Context: an optimization exercise on an open-source flow, tuned for small area. The choices shown serve that exercise and are no tape-out recipe. The RTL was checked by simulation tests, not by an equivalence proof against the original design. Power and IR drop assume default switching activity.

**flow/config.mk**
```make
export PLATFORM = sky130hd
export DESIGN_NAME = ptr_ring_router_mc
export DESIGN_NICKNAME = ptr_ring_router_mc
export VERILOG_FILES = /design/flow/design.v
export SDC_FILE = /design/flow/constraint.sdc
export NUM_CORES = 4
export LEC_CHECK = 0
export CAP_MARGIN = 20
export CORE_MARGIN = 2
export CORE_UTILIZATION = 35
export SLEW_MARGIN = 20
```
**flow/constraint.sdc**
```tcl
create_clock -name core_clock -period 5.5 [get_ports {clk}]
set_input_delay 1.1000 -clock core_clock [delete_from_list [all_inputs] [get_ports {clk}]]
set_output_delay 1.1000 -clock core_clock [all_outputs]
set_load 0.01 [all_outputs]
```
**flow/design.v**
```verilog
module ptr_ring_router_mc #(
  parameter int DATA_WIDTH = 128,
  parameter int NODE_NUM   = 128,
  parameter int NUM_CH     = 4,
  parameter int INJ_DEPTH  = 8,
  parameter int EJ_DEPTH   = 8
) (
  input  logic                                  clk,
  input  logic                                  rst,
  input  logic [NUM_CH-1:0]                     lastVld,
  input  logic [NUM_CH*$clog2(NODE_NUM)-1:0]    lastDestCnt,
  input  logic [NUM_CH*DATA_WIDTH-1:0]          lastDat,
  output logic [NUM_CH-1:0]                     nxtVld,
  output logic [NUM_CH*$clog2(NODE_NUM)-1:0]    nxtDestCnt,
  output logic [NUM_CH*DATA_WIDTH-1:0]          nxtDat,
  input  logic                                  l2rWr,
  input  logic [$clog2(NODE_NUM)-1:0]           l2rDest,
  input  logic [DATA_WIDTH-1:0]                 l2rDat,
  output logic                                  l2rFull,
  input  logic                                  r2lRd,
  output logic [DATA_WIDTH-1:0]                 r2lDat,
  output logic                                  r2lEmpty,
  output logic [7:0]                            dropCnt,
  output logic [15:0]                           defCnt
);
  localparam int CNT_W = $clog2(NODE_NUM);
  localparam int PW    = (NUM_CH > 1) ? $clog2(NUM_CH) : 1;
  localparam int IAW   = $clog2(INJ_DEPTH);
  localparam int EAW   = $clog2(EJ_DEPTH);
  localparam int IW    = CNT_W + DATA_WIDTH;
  localparam logic [CNT_W-1:0] MAXC = CNT_W'(NODE_NUM - 1);
  logic [NUM_CH-1:0]            r_nxtVld;
  logic [NUM_CH*CNT_W-1:0]      r_nxtDestCnt;
  logic [NUM_CH*DATA_WIDTH-1:0] r_nxtDat;
  logic [IW-1:0]                r_injMem [INJ_DEPTH];
  logic [IAW:0]                 r_injWp, r_injRp;
  logic [DATA_WIDTH-1:0]        r_ejMem [EJ_DEPTH];
  logic [EAW:0]                 r_ejWp, r_ejRp;
  logic [DATA_WIDTH-1:0]        r_ejLast;
  logic [PW-1:0]                r_ejPtr, r_injPtr;
  logic [7:0]                   r_dropCnt;
  logic w_injEmpty, w_injFull, w_ejEmpty, w_ejFull;
  logic w_destOk, w_injWr, w_drop, w_ejRd, w_ejAcc;
  logic w_ejAny, w_injAny;
  logic [PW-1:0] w_ejIdx, w_injIdx;
  logic [NUM_CH-1:0] w_cand, w_busy;
  logic [IW-1:0] w_injHead;
  logic [NUM_CH-1:0]            w_vld;
  logic [NUM_CH*CNT_W-1:0]      w_dc;
  logic [NUM_CH*DATA_WIDTH-1:0] w_dat;
  assign w_injEmpty = r_injWp == r_injRp;
  assign w_injFull  = (r_injWp[IAW] != r_injRp[IAW]) &&
                      (r_injWp[IAW-1:0] == r_injRp[IAW-1:0]);
  assign w_ejEmpty  = r_ejWp == r_ejRp;
  assign w_ejFull   = (r_ejWp[EAW] != r_ejRp[EAW]) &&
                      (r_ejWp[EAW-1:0] == r_ejRp[EAW-1:0]);
  assign w_destOk = (l2rDest != '0) &&
                    (32'(l2rDest) < NODE_NUM);
  assign w_injWr  = l2rWr && !w_injFull && w_destOk;
  assign w_drop   = l2rWr && !w_injFull && !w_destOk;
  assign w_ejRd   = r2lRd && !w_ejEmpty;
  assign w_injHead = r_injMem[r_injRp[IAW-1:0]];
  always_comb begin
    w_cand = '0;
    for (int i = 0; i < NUM_CH; i++)
      w_cand[i] = lastVld[i] &&
                  (lastDestCnt[i*CNT_W +: CNT_W] == '0);
  end
  always_comb begin
    w_ejAny = 1'b0;
    w_ejIdx = '0;
    for (int k = 0; k < NUM_CH; k++) begin
      if (!w_ejAny && w_cand[(int'(r_ejPtr) + k) % NUM_CH]) begin
        w_ejAny = 1'b1;
        w_ejIdx = PW'((int'(r_ejPtr) + k) % NUM_CH);
      end
    end
  end
  assign w_ejAcc = w_ejAny && (!w_ejFull || r2lRd);
  always_comb begin
    w_busy = '0;
    for (int i = 0; i < NUM_CH; i++)
      w_busy[i] = lastVld[i] &&
                  !(w_ejAcc && (w_ejIdx == PW'(i)));
  end
  always_comb begin
    w_injAny = 1'b0;
    w_injIdx = '0;
    for (int k = 0; k < NUM_CH; k++) begin
      if (!w_injEmpty && !w_injAny &&
          !w_busy[(int'(r_injPtr) + k) % NUM_CH]) begin
        w_injAny = 1'b1;
        w_injIdx = PW'((int'(r_injPtr) + k) % NUM_CH);
      end
    end
  end
  always_comb begin
    w_vld = '0;
    w_dc  = '0;
    w_dat = '0;
    for (int i = 0; i < NUM_CH; i++) begin
      if (w_busy[i]) begin
        w_vld[i] = 1'b1;
        w_dc[i*CNT_W +: CNT_W] = w_cand[i] ? MAXC :
          lastDestCnt[i*CNT_W +: CNT_W] - CNT_W'(1);
        w_dat[i*DATA_WIDTH +: DATA_WIDTH] =
          lastDat[i*DATA_WIDTH +: DATA_WIDTH];
      end else if (w_injAny && (w_injIdx == PW'(i))) begin
        w_vld[i] = 1'b1;
        w_dc[i*CNT_W +: CNT_W] = w_injHead[IW-1 -: CNT_W] - CNT_W'(1);
        w_dat[i*DATA_WIDTH +: DATA_WIDTH] = w_injHead[DATA_WIDTH-1:0];
      end
    end
  end
  always_ff @(posedge clk) begin
    if (w_injWr)
      r_injMem[r_injWp[IAW-1:0]] <= {l2rDest, l2rDat};
    if (w_ejAcc)
      r_ejMem[r_ejWp[EAW-1:0]] <=
        lastDat[int'(w_ejIdx)*DATA_WIDTH +: DATA_WIDTH];
  end
  always_ff @(posedge clk or negedge rst) begin
    if (!rst) begin
      r_nxtVld     <= '0;
      r_nxtDestCnt <= '0;
      r_nxtDat     <= '0;
      r_injWp      <= '0;
      r_injRp      <= '0;
      r_ejWp       <= '0;
      r_ejRp       <= '0;
      r_ejLast     <= '0;
      r_ejPtr      <= '0;
      r_injPtr     <= '0;
      r_dropCnt    <= '0;
    end else begin
      r_nxtVld     <= w_vld;
      r_nxtDestCnt <= w_dc;
      r_nxtDat     <= w_dat;
      if (w_injWr)  r_injWp <= r_injWp + (IAW+1)'(1);
      if (w_injAny) r_injRp <= r_injRp + (IAW+1)'(1);
      if (w_ejAcc)  r_ejWp  <= r_ejWp + (EAW+1)'(1);
      if (w_ejRd) begin
        r_ejRp   <= r_ejRp + (EAW+1)'(1);
        r_ejLast <= r_ejMem[r_ejRp[EAW-1:0]];
      end
      if (w_ejAny)
        r_ejPtr <= PW'((int'(w_ejIdx) + 1) % NUM_CH);
      if (w_injAny)
        r_injPtr <= PW'((int'(w_injIdx) + 1) % NUM_CH);
      if (w_drop && (r_dropCnt != 8'hFF))
        r_dropCnt <= r_dropCnt + 8'd1;
    end
  end
  logic [15:0] r_defCnt;
  logic [16:0] w_defSum;
  always_comb begin
    w_defSum = {1'b0, r_defCnt};
    for (int i = 0; i < NUM_CH; i++)
      w_defSum = w_defSum + 17'(w_busy[i] && w_cand[i]);
  end
  always_ff @(posedge clk or negedge rst) begin
    if (!rst) r_defCnt <= '0;
    else      r_defCnt <= w_defSum[16] ? 16'hFFFF : w_defSum[15:0];
  end
  assign defCnt = r_defCnt;
  assign nxtVld     = r_nxtVld;
  assign nxtDestCnt = r_nxtDestCnt;
  assign nxtDat     = r_nxtDat;
  assign l2rFull    = w_injFull;
  assign r2lEmpty   = w_ejEmpty;
  assign r2lDat     = w_ejEmpty ? r_ejLast : r_ejMem[r_ejRp[EAW-1:0]];
  assign dropCnt    = r_dropCnt;
endmodule
```
**flow/run.sh**
```bash
#!/bin/bash
# synth_recipe.tcl (not shown) runs the flow's synth.tcl, then flattens the netlist and writes it again
# the make line also repeats each setting of config.mk as NAME=value (left out here)
make -C /OpenROAD-flow-scripts/flow DESIGN_CONFIG=/design/flow/config.mk WORK_HOME=/design/flow/orfs CLKGATE_MAP_FILE= SYNTH_SCRIPT=/design/flow/synth_recipe.tcl finish
```
==> flow_metrics.tcl <==
set metrics [dict create \
    wl_mm 500.1 \
    first_global_vias 67768 \
    grt-ovfl-total 0 \
    rsz0062_at_grt "false" \
    maxSlewHeadroom_pct 10.54 \
    yosys_warnings 1 \
    start_util_pct 35.20 \
    slowest_stage "dfrtp_1" \
    postPlaceCellArea_um2 129900 \
    die_height_um 561.5 \
    fin_skew_ns 0.05858 \
    crit_arrival_ns 4.08 \
    core_area_um2 309100 \
    yosysSeqAreaShare_pct 74.54 \
    p_int_uw 49610 \
    ioPinCount 1381 \
    num_vias 71705 \
    pre_cts_ws_ns 0.05958 \
    max_freq_mhz 193.1 \
    final_hold_viol_count 0 \
    pwr-share-seq_pct 36.7 \
    die_area_um2 315300 \
    n_fill_cell 26724 \
    final_common_cell "edfxtp_1" \
    drive_gt1_share_pct 16.87 \
    post_cts_buffers 0 \
    setup.worst_path.class "register to primary output" \
    cts_sinks 2820 \
    r2r_start "r_ejWp[2]$_DFFE_PN0P_" \
    place.detailed.hpwl_mm 374.4 \
    final_nets 8631 \
    ys.flop_type "edfxtp_1" \
    ys_seq_elements 2820 \
    p_clk_share_pct 27.8 \
    crit_path_cell_trace "xnor2_1 > nand4_1 > buf_12 > buf_4 > nor2_1 > a21oi_1 > clkdlybuf4s50_1" \
    root_buffer "clkbuf_16" \
    vias_per_cell 5.770 \
    setup_viol 0 \
    ant_nets 0 \
    critPathBufInv 3 \
    power_density_nw_per_um2 547.7 \
    path_delay_family "buffers and inverters" \
    clk_path_buf_depth 4 \
    status "no timing/DRC/antenna violations" \
    cp_max_fo 77 \
    start_kind "register" \
    critPathMaxStageDelay_ns 0.71 \
    drt-pass1-iter-count 10 \
    area_delta_synth_final_pct 29.28 \
    grt_pass1_wl_mm 649.7 \
    p_leak_uw 0.05018 \
    clk_pin_slew_ns 0.06 \
    finalPower_uw 77030 \
    critPathRequiredTime_ns 4.40 \
    route.detailed.drc 0 \
    wl_per_cell_um 40.24 \
    drv_cap 0 \
    ir_worst_vdd_mv 0.4293 \
    crit_cells 7 \
    synth_enable_flop_cells 2104 \
    synthArstFlopShare_pct 25.39 \
    final_cell_mix "edfxtp_1 (2104), clkdlybuf4s50_1 (1367), nand2_1 (949)" \
    whs_ns 0.1914 \
    cts_tree "yes" \
    row_count 204 \
    insertion_delay_ns 0.94 \
    r2r-end "r_nxtDat[471]$_DFF_PN0_" \
    power_frac_comb_pct 35.5 \
    tightest_slew_ns 1.305 \
    syn_area_per_cell_um2 17.19 \
    synth_cell_types 69 \
    antenna_found_initial 321 \
    htree_levels 5 \
    track_usage_pct 30.97 \
    rr_worst_depth 14 \
    slew_violations 0 \
    io_buffers 1380 \
    final_core_util_pct 45.50 \
    synthCells 6329 \
    p_sw_share_pct 35.60 \
    reg2reg_slack_ns 1.18 \
    worst_slack_ns 0.3210 \
    numCtsBuffers 314 \
    die_w_um 561.5 \
    layout_min_cycle_time_ns 5.179 \
    cts_resized 0 \
    power.net_switching_uw 27420 \
    period_share_pct 94.16 \
    holdBufCountCts 0 \
    syn_nets 7034 \
    endpoint_kind "primary output" \
    initialDrtViolationCount 11333 \
    fin_area_um2 140600 \
    grt_start_max_net_pins 134 \
    hp-class "primary input to async pin" \
    gp_congestion 0.9788 \
    synth_area_um2 108800 \
]
==> kinds of logic (layout without fill, tap and decap cells) <==
| family | Yosys count | count (layout) | share of synthesized area [%] |
|---|---|---|---|
| adder cells (fa/ha/maj) | 22 | 22 | 0.2737 |
| multiplexers | 798 | 798 | 13.40 |
| buffers and inverters | 413 | 2266 | 1.531 |
| XOR/XNOR | 58 | 58 | 0.4669 |
| other | 0 | 126 | 0 |
| AND/OR/NAND/NOR | 1205 | 1205 | 4.394 |
| flip-flops | 2820 | 2820 | 74.54 |
| AO/OA/AOI/OAI | 1013 | 1013 | 5.392 |
==> state kept, by name (all words and copies together) (netlist names), 4 cells and up <==
| register | flops |
|---|---|
| r_defCnt | 16 |
| r_dropCnt | 8 |
| r_ejLast | 128 |
| r_ejMem | 1024 |
| r_ejRp | 4 |
| r_ejWp | 4 |
| r_injMem | 1080 |
| r_injRp | 4 |
| r_injWp | 4 |
| r_nxtDat | 512 |
| r_nxtDestCnt | 28 |
| r_nxtVld | 4 |
==> worst reg2reg max path: stages (launching register included) <==
cell	delay, ns
dfrtp_1	0.71
xnor2_1	0.21
nand3_1	0.34
o22a_1	0.41
buf_4	0.21
a311oi_1	0.30
buf_4	0.17
nand2_1	0.07
buf_4	0.14
nand4b_1	0.20
a21oi_1	0.30
ha_1	0.27
nand3_4	0.12
buf_12	0.24
o21ai_0	0.53
==> synthesized netlist by cell type, types with 5 or more instances <==
master / count / area share [%]
ha_1: 19 / 0.22
buf_6: 11 / 0.11
mux4_2: 526 / 11
o21ai_1: 166 / 0.76
nand2_1: 952 / 3.3
mux2_2: 8 / 0.083
inv_1: 20 / 0.069
dfrtp_1: 716 / 16
nor4_1: 5 / 0.029
buf_1: 68 / 0.23
a222oi_1: 128 / 1.2
nand2b_1: 5 / 0.029
nand3_1: 15 / 0.069
xnor2_1: 30 / 0.24
o21ai_0: 525 / 2.4
xor2_1: 28 / 0.23
nor3_1: 15 / 0.069
nor2_1: 157 / 0.54
nor3b_1: 8 / 0.055
mux2i_1: 264 / 2.4
a21oi_1: 144 / 0.66
nand4_1: 10 / 0.058
o22ai_1: 11 / 0.063
clkbuf_1: 292 / 1.0
edfxtp_1: 2104 / 58
buf_2: 20 / 0.092
==> power by group through the flow <==
stage	Clock [µW]	Combinational (µW)	Sequential (µW)
4_1_cts	21600	27200	28200
5_1_grt	22400	28600	28500
3_3_place_gp	0	26900	28600
6_report	21400	27300	28300
3_5_place_dp	0	27100	28600
2_1_floorplan	0	12000	28200
==> worst max-delay path by stage <==
stage                     slack (ns)                   from                  endpoint
final                           0.32  r_ejWp[2]$_DFFE_PN0P_                r2lDat[69]
after global routing            0.14  r_ejRp[0]$_DFFE_PN0P_                r2lDat[64]
after CTS                       0.19  r_ejRp[0]$_DFFE_PN0P_                r2lDat[64]
after detailed placement        0.06        lastDestCnt[18]   r_nxtDat[471]$_DFF_PN0_
after global placement          0.14        lastDestCnt[16]   r_nxtDat[467]$_DFF_PN0_
after floorplan                -1.86             l2rDest[1]  r_injMem[0][0]$_DFFE_PP_
==> routing by layer <==
layer / GRT usage (%) / vias to the layer above / wire length [µm]
met5: 0 / - / 800
li1: - / 27904 / -
met2: 41.29 / 4862 / 204400
met3: 13.42 / 922 / 70220
met4: 12.22 / 124 / 17460
met1: 44.02 / 37893 / 207200
==> metrics by stage <==
step,setup TNS [ns],instances
6_report,0,12428
5_1_grt,0,12369
4_1_cts,0,12302
3_5_place_dp,0,11730
3_3_place_gp,0,11730
2_1_floorplan,-1053.54,6329
==> layout make-up <==
type                    instances  area (µm²)  area share [%]
flip-flops and latches       2820       81120           57.68
clock inverters               167        1876           1.333
clock buffers                 405        8547           6.077
repair buffers               1674       17080           12.15
inverters                      20       75.07         0.05338
diodes                        126       315.3          0.2242
well taps                    4120        5155           3.665
multi-input cells            3096       26480           18.82

## port drivers added, routing unchanged
Ports are ideal in the flow. The routed layout listed here was re-timed in OpenROAD.
Step 1 assumes that a clkbuf_16 drives the clock port and a buf_2 every other input.
Step 2 times the ports against the registers' clock, not the clock port: input delays grow and output delays shrink by t, the midpoint of the rising clock arrivals with the driver on.
Slacks: ideal ports / drivers / drivers and shift; pairs: ideal ports / drivers.
t, ns: 1.010
slack for setup (ns): 0.321 / 0.217 / -0.082
worst setup path at the end: input to register
pins driven straight from the clock port: 1
Met with ideal ports but missed after step 2: setup timing in this run. For this run, drivers alone change the setup slack by -0.104 ns; drivers and shift together by -0.403 ns.
